Source: an optimization exercise on an open RTL-to-GDS flow (aim: a short achievable clock period and few clock cycles). Production flows keep margins and buffers that such runs may drop. Function was checked by simulation only, so behaviour that the tests miss may differ from the original. No activity file was given, so power comes from the tool's default toggle rates.

==> inputs of job 4155 <==
Design rv_alu_core, start of the top module:
module rv_alu_core (
    input  logic        clk,
    input  logic        rst_n,
    input  logic [31:0] imem_insn,
    output logic [31:0] imem_addr,
    output logic        retire_we,
    output logic [4:0]  retire_rd,
    output logic [31:0] retire_data
);
    rv_pipeline_top u_core (
        .clk         (clk),
        .rst_n       (rst_n),
        .imem_insn   (imem_insn),
        .imem_addr   (imem_addr),
        .retire_we   (retire_we),
        .retire_rd   (retire_rd),
        .retire_data (retire_data)
    );
endmodule
==> module register_file, before the edit <==
module register_file (
    input  logic        clk,
    input  logic        rst_n,
    input  logic        we,
    input  logic [4:0]  wa,
    input  logic [31:0] wd,
    input  logic [31:1] sel1,
    input  logic [31:1] sel2,
    output logic [31:0] rd1,
    output logic [31:0] rd2
);
    logic [31:0] regs [1:31];
    always_ff @(posedge clk or negedge rst_n) begin
        if (!rst_n) begin
            for (int i = 1; i < 32; i++) regs[i] <= '0;
        end else if (we) begin
            for (int i = 1; i < 32; i++)
                if (wa == 5'(i)) regs[i] <= wd;
        end
    end
    always_comb begin
        rd1 = '0;
        rd2 = '0;
        for (int i = 1; i < 32; i++) begin
            rd1 = rd1 | ({32{sel1[i]}} & regs[i]);
            rd2 = rd2 | ({32{sel2[i]}} & regs[i]);
        end
    end
endmodule
==> module execute_stage, before the edit <==
module execute_stage (
    input  logic        clk,
    input  logic        rst_n,
    input  logic [31:0] d_a,
    input  logic [31:0] d_b,
    input  logic        fd_xfwd1,
    input  logic        fd_xfwd2,
    input  logic        fd_sub,
    input  logic        e_we,
    input  logic [4:0]  e_rd,
    input  logic        e_sub,
    input  logic [7:0]  e_op,
    input  logic        e_arith,
    output logic        r_we,
    output logic [4:0]  r_rd,
    output logic [31:0] r_data
);
    logic [31:0] a, b;
    logic [32:0] sum;
    logic        lt, ltu;
    logic [31:0] sll, sr;
    logic [31:0] result;
    function automatic logic [32:0] ks_add(input logic [31:0] x, input logic [31:0] y,
                                           input logic cin);
        logic [31:0] p, g, gg, pp, gn, pn;
        p  = x ^ y;
        g  = x & y;
        gg = g;
        pp = p;
        gg[0] = g[0] | (p[0] & cin);
        for (int s = 1; s < 32; s = s * 2) begin
            gn = gg;
            pn = pp;
            for (int i = s; i < 32; i++) begin
                gn[i] = gg[i] | (pp[i] & gg[i-s]);
                pn[i] = pp[i] & pp[i-s];
            end
            gg = gn;
            pp = pn;
        end
        ks_add = {gg[31], p ^ {gg[30:0], cin}};
    endfunction
    assign sum = ks_add(a, b, e_sub);
    assign lt  = (a[31] == b[31]) ? a[31] : sum[31];
    assign ltu = ~sum[32];
    assign sll = a << b[4:0];
    assign sr  = 32'($signed({e_arith & a[31], a}) >>> b[4:0]);
    always_comb begin
        result = ({32{e_op[0]}} & sum[31:0])
               | ({32{e_op[1]}} & sll)
               | ({32{e_op[2]}} & {31'd0, lt})
               | ({32{e_op[3]}} & {31'd0, ltu})
               | ({32{e_op[4]}} & (a ^ b))
               | ({32{e_op[5]}} & sr)
               | ({32{e_op[6]}} & (a | b))
               | ({32{e_op[7]}} & (a & b));
    end
    always_ff @(posedge clk) begin
        a <= fd_xfwd1 ? result : d_a;
        b <= fd_xfwd2 ? (result ^ {32{fd_sub}}) : d_b;
    end
    always_ff @(posedge clk or negedge rst_n) begin
        if (!rst_n) r_we <= 1'b0;
        else        r_we <= e_we;
    end
    always_ff @(posedge clk) begin
        r_rd   <= e_rd;
        r_data <= result;
    end
endmodule
==> module rv_pipeline_top, before the edit <==
module rv_pipeline_top (
    input  logic        clk,
    input  logic        rst_n,
    input  logic [31:0] imem_insn,
    output logic [31:0] imem_addr,
    output logic        retire_we,
    output logic [4:0]  retire_rd,
    output logic [31:0] retire_data
);
    logic        fd_we, fd_rtype, fd_sub, fd_arith;
    logic        fd_xfwd1, fd_xfwd2, fd_dfwd1, fd_dfwd2;
    logic [4:0]  fd_rd;
    logic [31:1] fd_sel1, fd_sel2;
    logic [31:0] fd_imm;
    logic [7:0]  fd_op;
    logic [31:0] rf1, rf2;
    logic [31:0] d_a, d_b;
    logic        e_we, e_sub, e_arith;
    logic [4:0]  e_rd;
    logic [7:0]  e_op;
    logic        r_we;
    logic [4:0]  r_rd;
    logic [31:0] r_data;
    pipeline_control u_fetch (
        .clk       (clk),
        .rst_n     (rst_n),
        .imem_insn (imem_insn),
        .imem_addr (imem_addr),
        .d_we      (fd_we),
        .d_rd      (fd_rd),
        .e_we      (e_we),
        .e_rd      (e_rd),
        .fd_we     (fd_we),
        .fd_rd     (fd_rd),
        .fd_sel1   (fd_sel1),
        .fd_sel2   (fd_sel2),
        .fd_rtype  (fd_rtype),
        .fd_imm    (fd_imm),
        .fd_sub    (fd_sub),
        .fd_op     (fd_op),
        .fd_arith  (fd_arith),
        .fd_xfwd1  (fd_xfwd1),
        .fd_xfwd2  (fd_xfwd2),
        .fd_dfwd1  (fd_dfwd1),
        .fd_dfwd2  (fd_dfwd2)
    );
    register_file u_regfile (
        .clk   (clk),
        .rst_n (rst_n),
        .we    (r_we),
        .wa    (r_rd),
        .wd    (r_data),
        .sel1  (fd_sel1),
        .sel2  (fd_sel2),
        .rd1   (rf1),
        .rd2   (rf2)
    );
    decode_stage u_decode (
        .clk      (clk),
        .rst_n    (rst_n),
        .fd_we    (fd_we),
        .fd_rd    (fd_rd),
        .fd_rtype (fd_rtype),
        .fd_imm   (fd_imm),
        .fd_sub   (fd_sub),
        .fd_op    (fd_op),
        .fd_arith (fd_arith),
        .fd_dfwd1 (fd_dfwd1),
        .fd_dfwd2 (fd_dfwd2),
        .rf1      (rf1),
        .rf2      (rf2),
        .res      (r_data),
        .d_a      (d_a),
        .d_b      (d_b),
        .e_we     (e_we),
        .e_rd     (e_rd),
        .e_sub    (e_sub),
        .e_op     (e_op),
        .e_arith  (e_arith)
    );
    execute_stage u_execute (
        .clk      (clk),
        .rst_n    (rst_n),
        .d_a      (d_a),
        .d_b      (d_b),
        .fd_xfwd1 (fd_xfwd1),
        .fd_xfwd2 (fd_xfwd2),
        .fd_sub   (fd_sub),
        .e_we     (e_we),
        .e_rd     (e_rd),
        .e_sub    (e_sub),
        .e_op     (e_op),
        .e_arith  (e_arith),
        .r_we     (r_we),
        .r_rd     (r_rd),
        .r_data   (r_data)
    );
    retire_stage u_retire (
        .r_we        (r_we),
        .r_rd        (r_rd),
        .r_data      (r_data),
        .retire_we   (retire_we),
        .retire_rd   (retire_rd),
        .retire_data (retire_data)
    );
endmodule
==> flow/config.mk <==
export PLATFORM = sky130hd
export DESIGN_NAME = rv_alu_core
export DESIGN_NICKNAME = rv_alu_core
export VERILOG_FILES = /design/flow/design.v
export SDC_FILE = /design/flow/constraint.sdc
export NUM_CORES = 4
export LEC_CHECK = 0
export CAP_MARGIN = 20
export CORE_MARGIN = 2
export CORE_UTILIZATION = 50
export PLACE_DENSITY = 0.65
export SETUP_SLACK_MARGIN = 3.2
export SLEW_MARGIN = 20
==> flow/constraint.sdc <==
create_clock -name core_clock -period 5.5 [get_ports {clk}]
set_input_delay 1.1000 -clock core_clock [delete_from_list [all_inputs] [get_ports {clk}]]
set_output_delay 1.1000 -clock core_clock [all_outputs]
set_load 0.01 [all_outputs]
run.sh (not shown) runs the stock make flow with config.mk's settings and CLKGATE_MAP_FILE= SYNTH_SCRIPT=/design/flow/synth_recipe.tcl, a recipe that flattens the netlist after the stock synthesis.
==> job 5147 (differences from job 4155) <==
--- a/flow/design.v
+++ b/flow/design.v
@@ -109,102 +109,88 @@
     input  logic        fd_we,
     input  logic [4:0]  fd_rd,
     input  logic        fd_rtype,
     input  logic [31:0] fd_imm,
     input  logic        fd_sub,
     input  logic [7:0]  fd_op,
     input  logic        fd_arith,
+    input  logic        fd_xfwd1,
+    input  logic        fd_xfwd2,
     input  logic        fd_dfwd1,
     input  logic        fd_dfwd2,
     input  logic [31:0] rf1,
     input  logic [31:0] rf2,
     input  logic [31:0] res,
-    output logic [31:0] d_a,
-    output logic [31:0] d_b,
     output logic        e_we,
     output logic [4:0]  e_rd,
+    output logic [31:0] e_a,
+    output logic [31:0] e_b,
     output logic        e_sub,
     output logic [7:0]  e_op,
-    output logic        e_arith
+    output logic        e_arith,
+    output logic        e_fwd1,
+    output logic        e_fwd2
 );
-    assign d_a = fd_dfwd1 ? res : rf1;
-    assign d_b = (fd_rtype ? (fd_dfwd2 ? res : rf2) : fd_imm) ^ {32{fd_sub}};
+    logic [31:0] a, b;
+    assign a = fd_dfwd1 ? res : rf1;
+    assign b = fd_rtype ? (fd_dfwd2 ? res : rf2) : fd_imm;
     always_ff @(posedge clk or negedge rst_n) begin
         if (!rst_n) e_we <= 1'b0;
         else        e_we <= fd_we;
     end
     always_ff @(posedge clk) begin
         e_rd    <= fd_rd;
+        e_a     <= a;
+        e_b     <= b ^ {32{fd_sub}};
         e_sub   <= fd_sub;
         e_op    <= fd_op;
         e_arith <= fd_arith;
+        e_fwd1  <= fd_xfwd1;
+        e_fwd2  <= fd_xfwd2;
     end
 endmodule
 `timescale 1ns/100ps
 module execute_stage (
     input  logic        clk,
     input  logic        rst_n,
-    input  logic [31:0] d_a,
-    input  logic [31:0] d_b,
-    input  logic        fd_xfwd1,
-    input  logic        fd_xfwd2,
-    input  logic        fd_sub,
     input  logic        e_we,
     input  logic [4:0]  e_rd,
+    input  logic [31:0] e_a,
+    input  logic [31:0] e_b,
     input  logic        e_sub,
     input  logic [7:0]  e_op,
     input  logic        e_arith,
+    input  logic        e_fwd1,
+    input  logic        e_fwd2,
     output logic        r_we,
     output logic [4:0]  r_rd,
     output logic [31:0] r_data
 );
     logic [31:0] a, b;
     logic [32:0] sum;
     logic        lt, ltu;
     logic [31:0] sll, sr;
     logic [31:0] result;
-    function automatic logic [32:0] ks_add(input logic [31:0] x, input logic [31:0] y,
-                                           input logic cin);
-        logic [31:0] p, g, gg, pp, gn, pn;
-        p  = x ^ y;
-        g  = x & y;
-        gg = g;
-        pp = p;
-        gg[0] = g[0] | (p[0] & cin);
-        for (int s = 1; s < 32; s = s * 2) begin
-            gn = gg;
-            pn = pp;
-            for (int i = s; i < 32; i++) begin
-                gn[i] = gg[i] | (pp[i] & gg[i-s]);
-                pn[i] = pp[i] & pp[i-s];
-            end
-            gg = gn;
-            pp = pn;
-        end
-        ks_add = {gg[31], p ^ {gg[30:0], cin}};
-    endfunction
-    assign sum = ks_add(a, b, e_sub);
+    assign a = e_fwd1 ? r_data : e_a;
+    assign b = e_fwd2 ? (r_data ^ {32{e_sub}}) : e_b;
+    assign sum = {1'b0, a} + {1'b0, b} + {32'd0, e_sub};
     assign lt  = (a[31] == b[31]) ? a[31] : sum[31];
     assign ltu = ~sum[32];
     assign sll = a << b[4:0];
     assign sr  = 32'($signed({e_arith & a[31], a}) >>> b[4:0]);
     always_comb begin
         result = ({32{e_op[0]}} & sum[31:0])
                | ({32{e_op[1]}} & sll)
                | ({32{e_op[2]}} & {31'd0, lt})
                | ({32{e_op[3]}} & {31'd0, ltu})
                | ({32{e_op[4]}} & (a ^ b))
                | ({32{e_op[5]}} & sr)
                | ({32{e_op[6]}} & (a | b))
                | ({32{e_op[7]}} & (a & b));
     end
-    always_ff @(posedge clk) begin
-        a <= fd_xfwd1 ? result : d_a;
-        b <= fd_xfwd2 ? (result ^ {32{fd_sub}}) : d_b;
-    end
     always_ff @(posedge clk or negedge rst_n) begin
         if (!rst_n) r_we <= 1'b0;
         else        r_we <= e_we;
     end
     always_ff @(posedge clk) begin
         r_rd   <= e_rd;
         r_data <= result;
@@ -236,17 +222,17 @@
     logic        fd_we, fd_rtype, fd_sub, fd_arith;
     logic        fd_xfwd1, fd_xfwd2, fd_dfwd1, fd_dfwd2;
     logic [4:0]  fd_rd;
     logic [31:1] fd_sel1, fd_sel2;
     logic [31:0] fd_imm;
     logic [7:0]  fd_op;
     logic [31:0] rf1, rf2;
-    logic [31:0] d_a, d_b;
-    logic        e_we, e_sub, e_arith;
+    logic        e_we, e_sub, e_arith, e_fwd1, e_fwd2;
     logic [4:0]  e_rd;
+    logic [31:0] e_a, e_b;
     logic [7:0]  e_op;
     logic        r_we;
     logic [4:0]  r_rd;
     logic [31:0] r_data;
     pipeline_control u_fetch (
         .clk       (clk),
         .rst_n     (rst_n),
@@ -287,43 +273,46 @@
         .fd_we    (fd_we),
         .fd_rd    (fd_rd),
         .fd_rtype (fd_rtype),
         .fd_imm   (fd_imm),
         .fd_sub   (fd_sub),
         .fd_op    (fd_op),
         .fd_arith (fd_arith),
+        .fd_xfwd1 (fd_xfwd1),
+        .fd_xfwd2 (fd_xfwd2),
         .fd_dfwd1 (fd_dfwd1),
         .fd_dfwd2 (fd_dfwd2),
         .rf1      (rf1),
         .rf2      (rf2),
         .res      (r_data),
-        .d_a      (d_a),
-        .d_b      (d_b),
         .e_we     (e_we),
         .e_rd     (e_rd),
+        .e_a      (e_a),
+        .e_b      (e_b),
         .e_sub    (e_sub),
         .e_op     (e_op),
-        .e_arith  (e_arith)
+        .e_arith  (e_arith),
+        .e_fwd1   (e_fwd1),
+        .e_fwd2   (e_fwd2)
     );
     execute_stage u_execute (
-        .clk      (clk),
-        .rst_n    (rst_n),
-        .d_a      (d_a),
-        .d_b      (d_b),
-        .fd_xfwd1 (fd_xfwd1),
-        .fd_xfwd2 (fd_xfwd2),
-        .fd_sub   (fd_sub),
-        .e_we     (e_we),
-        .e_rd     (e_rd),
-        .e_sub    (e_sub),
-        .e_op     (e_op),
-        .e_arith  (e_arith),
-        .r_we     (r_we),
-        .r_rd     (r_rd),
-        .r_data   (r_data)
+        .clk     (clk),
+        .rst_n   (rst_n),
+        .e_we    (e_we),
+        .e_rd    (e_rd),
+        .e_a     (e_a),
+        .e_b     (e_b),
+        .e_sub   (e_sub),
+        .e_op    (e_op),
+        .e_arith (e_arith),
+        .e_fwd1  (e_fwd1),
+        .e_fwd2  (e_fwd2),
+        .r_we    (r_we),
+        .r_rd    (r_rd),
+        .r_data  (r_data)
     );
     retire_stage u_retire (
         .r_we        (r_we),
         .r_rd        (r_rd),
         .r_data      (r_data),
         .retire_we   (retire_we),
         .retire_rd   (retire_rd),
- CORE_UTILIZATION: 50 -> 40
- PLACE_DENSITY: 0.65 -> unset
- SETUP_SLACK_MARGIN: 3.2 -> unset
==> job 2295 (differences from job 4155) <==
--- a/flow/design.v
+++ b/flow/design.v
@@ -4,29 +4,28 @@
     localparam logic [6:0] OP_R_TYPE = 7'b0110011;
     localparam logic [6:0] OP_I_TYPE = 7'b0010011;
 endpackage
 `timescale 1ns/100ps
 module register_file (
     input  logic        clk,
     input  logic        rst_n,
-    input  logic        we,
-    input  logic [4:0]  wa,
+    input  logic [31:1] wen,
     input  logic [31:0] wd,
     input  logic [31:1] sel1,
     input  logic [31:1] sel2,
     output logic [31:0] rd1,
     output logic [31:0] rd2
 );
     logic [31:0] regs [1:31];
     always_ff @(posedge clk or negedge rst_n) begin
         if (!rst_n) begin
             for (int i = 1; i < 32; i++) regs[i] <= '0;
-        end else if (we) begin
+        end else begin
             for (int i = 1; i < 32; i++)
-                if (wa == 5'(i)) regs[i] <= wd;
+                if (wen[i]) regs[i] <= wd;
         end
     end
     always_comb begin
         rd1 = '0;
         rd2 = '0;
         for (int i = 1; i < 32; i++) begin
             rd1 = rd1 | ({32{sel1[i]}} & regs[i]);
@@ -151,67 +150,55 @@
     input  logic        e_we,
     input  logic [4:0]  e_rd,
     input  logic        e_sub,
     input  logic [7:0]  e_op,
     input  logic        e_arith,
     output logic        r_we,
     output logic [4:0]  r_rd,
-    output logic [31:0] r_data
+    output logic [31:0] r_data,
+    output logic [31:1] w_en,
+    output logic [31:0] w_data
 );
     logic [31:0] a, b;
-    logic [32:0] sum;
+    logic [31:0] sum;
     logic        lt, ltu;
     logic [31:0] sll, sr;
     logic [31:0] result;
-    function automatic logic [32:0] ks_add(input logic [31:0] x, input logic [31:0] y,
-                                           input logic cin);
-        logic [31:0] p, g, gg, pp, gn, pn;
-        p  = x ^ y;
-        g  = x & y;
-        gg = g;
-        pp = p;
-        gg[0] = g[0] | (p[0] & cin);
-        for (int s = 1; s < 32; s = s * 2) begin
-            gn = gg;
-            pn = pp;
-            for (int i = s; i < 32; i++) begin
-                gn[i] = gg[i] | (pp[i] & gg[i-s]);
-                pn[i] = pp[i] & pp[i-s];
-            end
-            gg = gn;
-            pp = pn;
-        end
-        ks_add = {gg[31], p ^ {gg[30:0], cin}};
-    endfunction
-    assign sum = ks_add(a, b, e_sub);
+    assign sum = a + b + {31'd0, e_sub};
     assign lt  = (a[31] == b[31]) ? a[31] : sum[31];
-    assign ltu = ~sum[32];
+    assign ltu = (a[31] == b[31]) ? ~b[31] : sum[31];
     assign sll = a << b[4:0];
     assign sr  = 32'($signed({e_arith & a[31], a}) >>> b[4:0]);
     always_comb begin
-        result = ({32{e_op[0]}} & sum[31:0])
+        result = ({32{e_op[0]}} & sum)
                | ({32{e_op[1]}} & sll)
                | ({32{e_op[2]}} & {31'd0, lt})
                | ({32{e_op[3]}} & {31'd0, ltu})
                | ({32{e_op[4]}} & (a ^ b))
                | ({32{e_op[5]}} & sr)
                | ({32{e_op[6]}} & (a | b))
                | ({32{e_op[7]}} & (a & b));
     end
     always_ff @(posedge clk) begin
         a <= fd_xfwd1 ? result : d_a;
         b <= fd_xfwd2 ? (result ^ {32{fd_sub}}) : d_b;
     end
     always_ff @(posedge clk or negedge rst_n) begin
-        if (!rst_n) r_we <= 1'b0;
-        else        r_we <= e_we;
+        if (!rst_n) begin
+            r_we <= 1'b0;
+            w_en <= '0;
+        end else begin
+            r_we <= e_we;
+            for (int i = 1; i < 32; i++) w_en[i] <= e_we && e_rd == 5'(i);
+        end
     end
     always_ff @(posedge clk) begin
         r_rd   <= e_rd;
         r_data <= result;
+        w_data <= result & {32{e_we}};
     end
 endmodule
 `timescale 1ns/100ps
 module retire_stage (
     input  logic        r_we,
     input  logic [4:0]  r_rd,
     input  logic [31:0] r_data,
@@ -243,14 +230,16 @@
     logic [31:0] d_a, d_b;
     logic        e_we, e_sub, e_arith;
     logic [4:0]  e_rd;
     logic [7:0]  e_op;
     logic        r_we;
     logic [4:0]  r_rd;
     logic [31:0] r_data;
+    logic [31:1] w_en;
+    logic [31:0] w_data;
     pipeline_control u_fetch (
         .clk       (clk),
         .rst_n     (rst_n),
         .imem_insn (imem_insn),
         .imem_addr (imem_addr),
         .d_we      (fd_we),
         .d_rd      (fd_rd),
@@ -269,17 +258,16 @@
         .fd_xfwd2  (fd_xfwd2),
         .fd_dfwd1  (fd_dfwd1),
         .fd_dfwd2  (fd_dfwd2)
     );
     register_file u_regfile (
         .clk   (clk),
         .rst_n (rst_n),
-        .we    (r_we),
-        .wa    (r_rd),
-        .wd    (r_data),
+        .wen   (w_en),
+        .wd    (w_data),
         .sel1  (fd_sel1),
         .sel2  (fd_sel2),
         .rd1   (rf1),
         .rd2   (rf2)
     );
     decode_stage u_decode (
         .clk      (clk),
@@ -291,15 +279,15 @@
         .fd_sub   (fd_sub),
         .fd_op    (fd_op),
         .fd_arith (fd_arith),
         .fd_dfwd1 (fd_dfwd1),
         .fd_dfwd2 (fd_dfwd2),
         .rf1      (rf1),
         .rf2      (rf2),
-        .res      (r_data),
+        .res      (w_data),
         .d_a      (d_a),
         .d_b      (d_b),
         .e_we     (e_we),
         .e_rd     (e_rd),
         .e_sub    (e_sub),
         .e_op     (e_op),
         .e_arith  (e_arith)
@@ -315,15 +303,17 @@
         .e_we     (e_we),
         .e_rd     (e_rd),
         .e_sub    (e_sub),
         .e_op     (e_op),
         .e_arith  (e_arith),
         .r_we     (r_we),
         .r_rd     (r_rd),
-        .r_data   (r_data)
+        .r_data   (r_data),
+        .w_en     (w_en),
+        .w_data   (w_data)
     );
     retire_stage u_retire (
         .r_we        (r_we),
         .r_rd        (r_rd),
         .r_data      (r_data),
         .retire_we   (retire_we),
         .retire_rd   (retire_rd),
==> qor summary <==
item	job 2295	job 4155	job 5147
Vias	57,900	59,000	58,600
Area share of and/or/nand/nor cells after synthesis	6.10%	6.40%	9.25%
Met1 routing resource usage after global routing	55.5%	57.5%	49.8%
Clock insertion delay at the later pin of the skew report	830 ps	820 ps	820 ps
Worst supply voltage drop on vdd	0.308 mV	0.362 mV	0.340 mV
Result of the run	finished clean	finished clean	finished clean
Net switching fraction of the power	25.1%	27.2%	27.7%
Share of cell area taken by multi-input logic gates	42.7%	42.0%	42.0%
CTS clk-pin slew, worst paths	70 ps	60 ps	70 ps
Count of plain and timing-repair buffers	492	637	312
Fraction of standard cell area that is sequential	41.7%	39.4%	43.0%
Post-Place Setup Slack	1800 ps	1640 ps	1110 ps
Clock buffer and inverter area fraction after layout	6.35%	6.01%	6.84%
Endpoint required time on the critical path	6180 ps	6170 ps	6200 ps
Number of standard cells after synthesis	5,475	5,426	6,051
Post-synthesis instance area	64,200 µm²	62,200 µm²	61,500 µm²
Transition time at the pin with the least slew margin	1370 ps	1270 ps	1410 ps
Number of buffer and inverter stages on the critical path	2	1	1
GR met2 Demand/Resource	61.1%	65.1%	53.1%
Sequential cell count of the final layout	1,297	1,234	1,236
First-pass GRT wire length	422 mm	434 mm	437 mm
Fraction of the mapped netlist area in compound gates	17.6%	18.2%	22.7%
Critical path depth in cells	8	12	11
Register cell area after layout	31,600 µm²	30,200 µm²	30,000 µm²
Testbench counts of job 4155, summed over its fixed seeds: cycles 25,310.
Testbench counts of job 5147, summed over its fixed seeds: cycles 25,310.
Testbench counts of job 2295, summed over its fixed seeds: cycles 25,310.

-- afterwards: timing with drivers on the ports --
In the flow no input, the clock included, has a driving cell. The finished layouts below were timed again as built, in two steps.
Step 1 (the two cells are an assumption about what drives the block):
set clk [get_ports {clk}]
set_driving_cell -lib_cell sky130_fd_sc_hd__clkbuf_16 $clk
set_driving_cell -lib_cell sky130_fd_sc_hd__buf_2 [delete_from_list [all_inputs] $clk]
Step 2 also shifts input and output timing later by t, the mid clock arrival at the registers, as if the neighbouring blocks saw the same clock.
Three values: no drivers, after step 1, after step 2; two values: the first two.
run	t (ns)	slack for setup (ns)	worst register clock-pin slew, ns
job 4155	0.877	2.454 / 2.454 / 2.454	0.07 / 0.07
job 5147	0.881	1.044 / 1.044 / 1.044	0.07 / 0.07
job 2295	0.886	2.426 / 2.426 / 2.426	0.07 / 0.07
After both steps setup and hold are still met in every run listed.
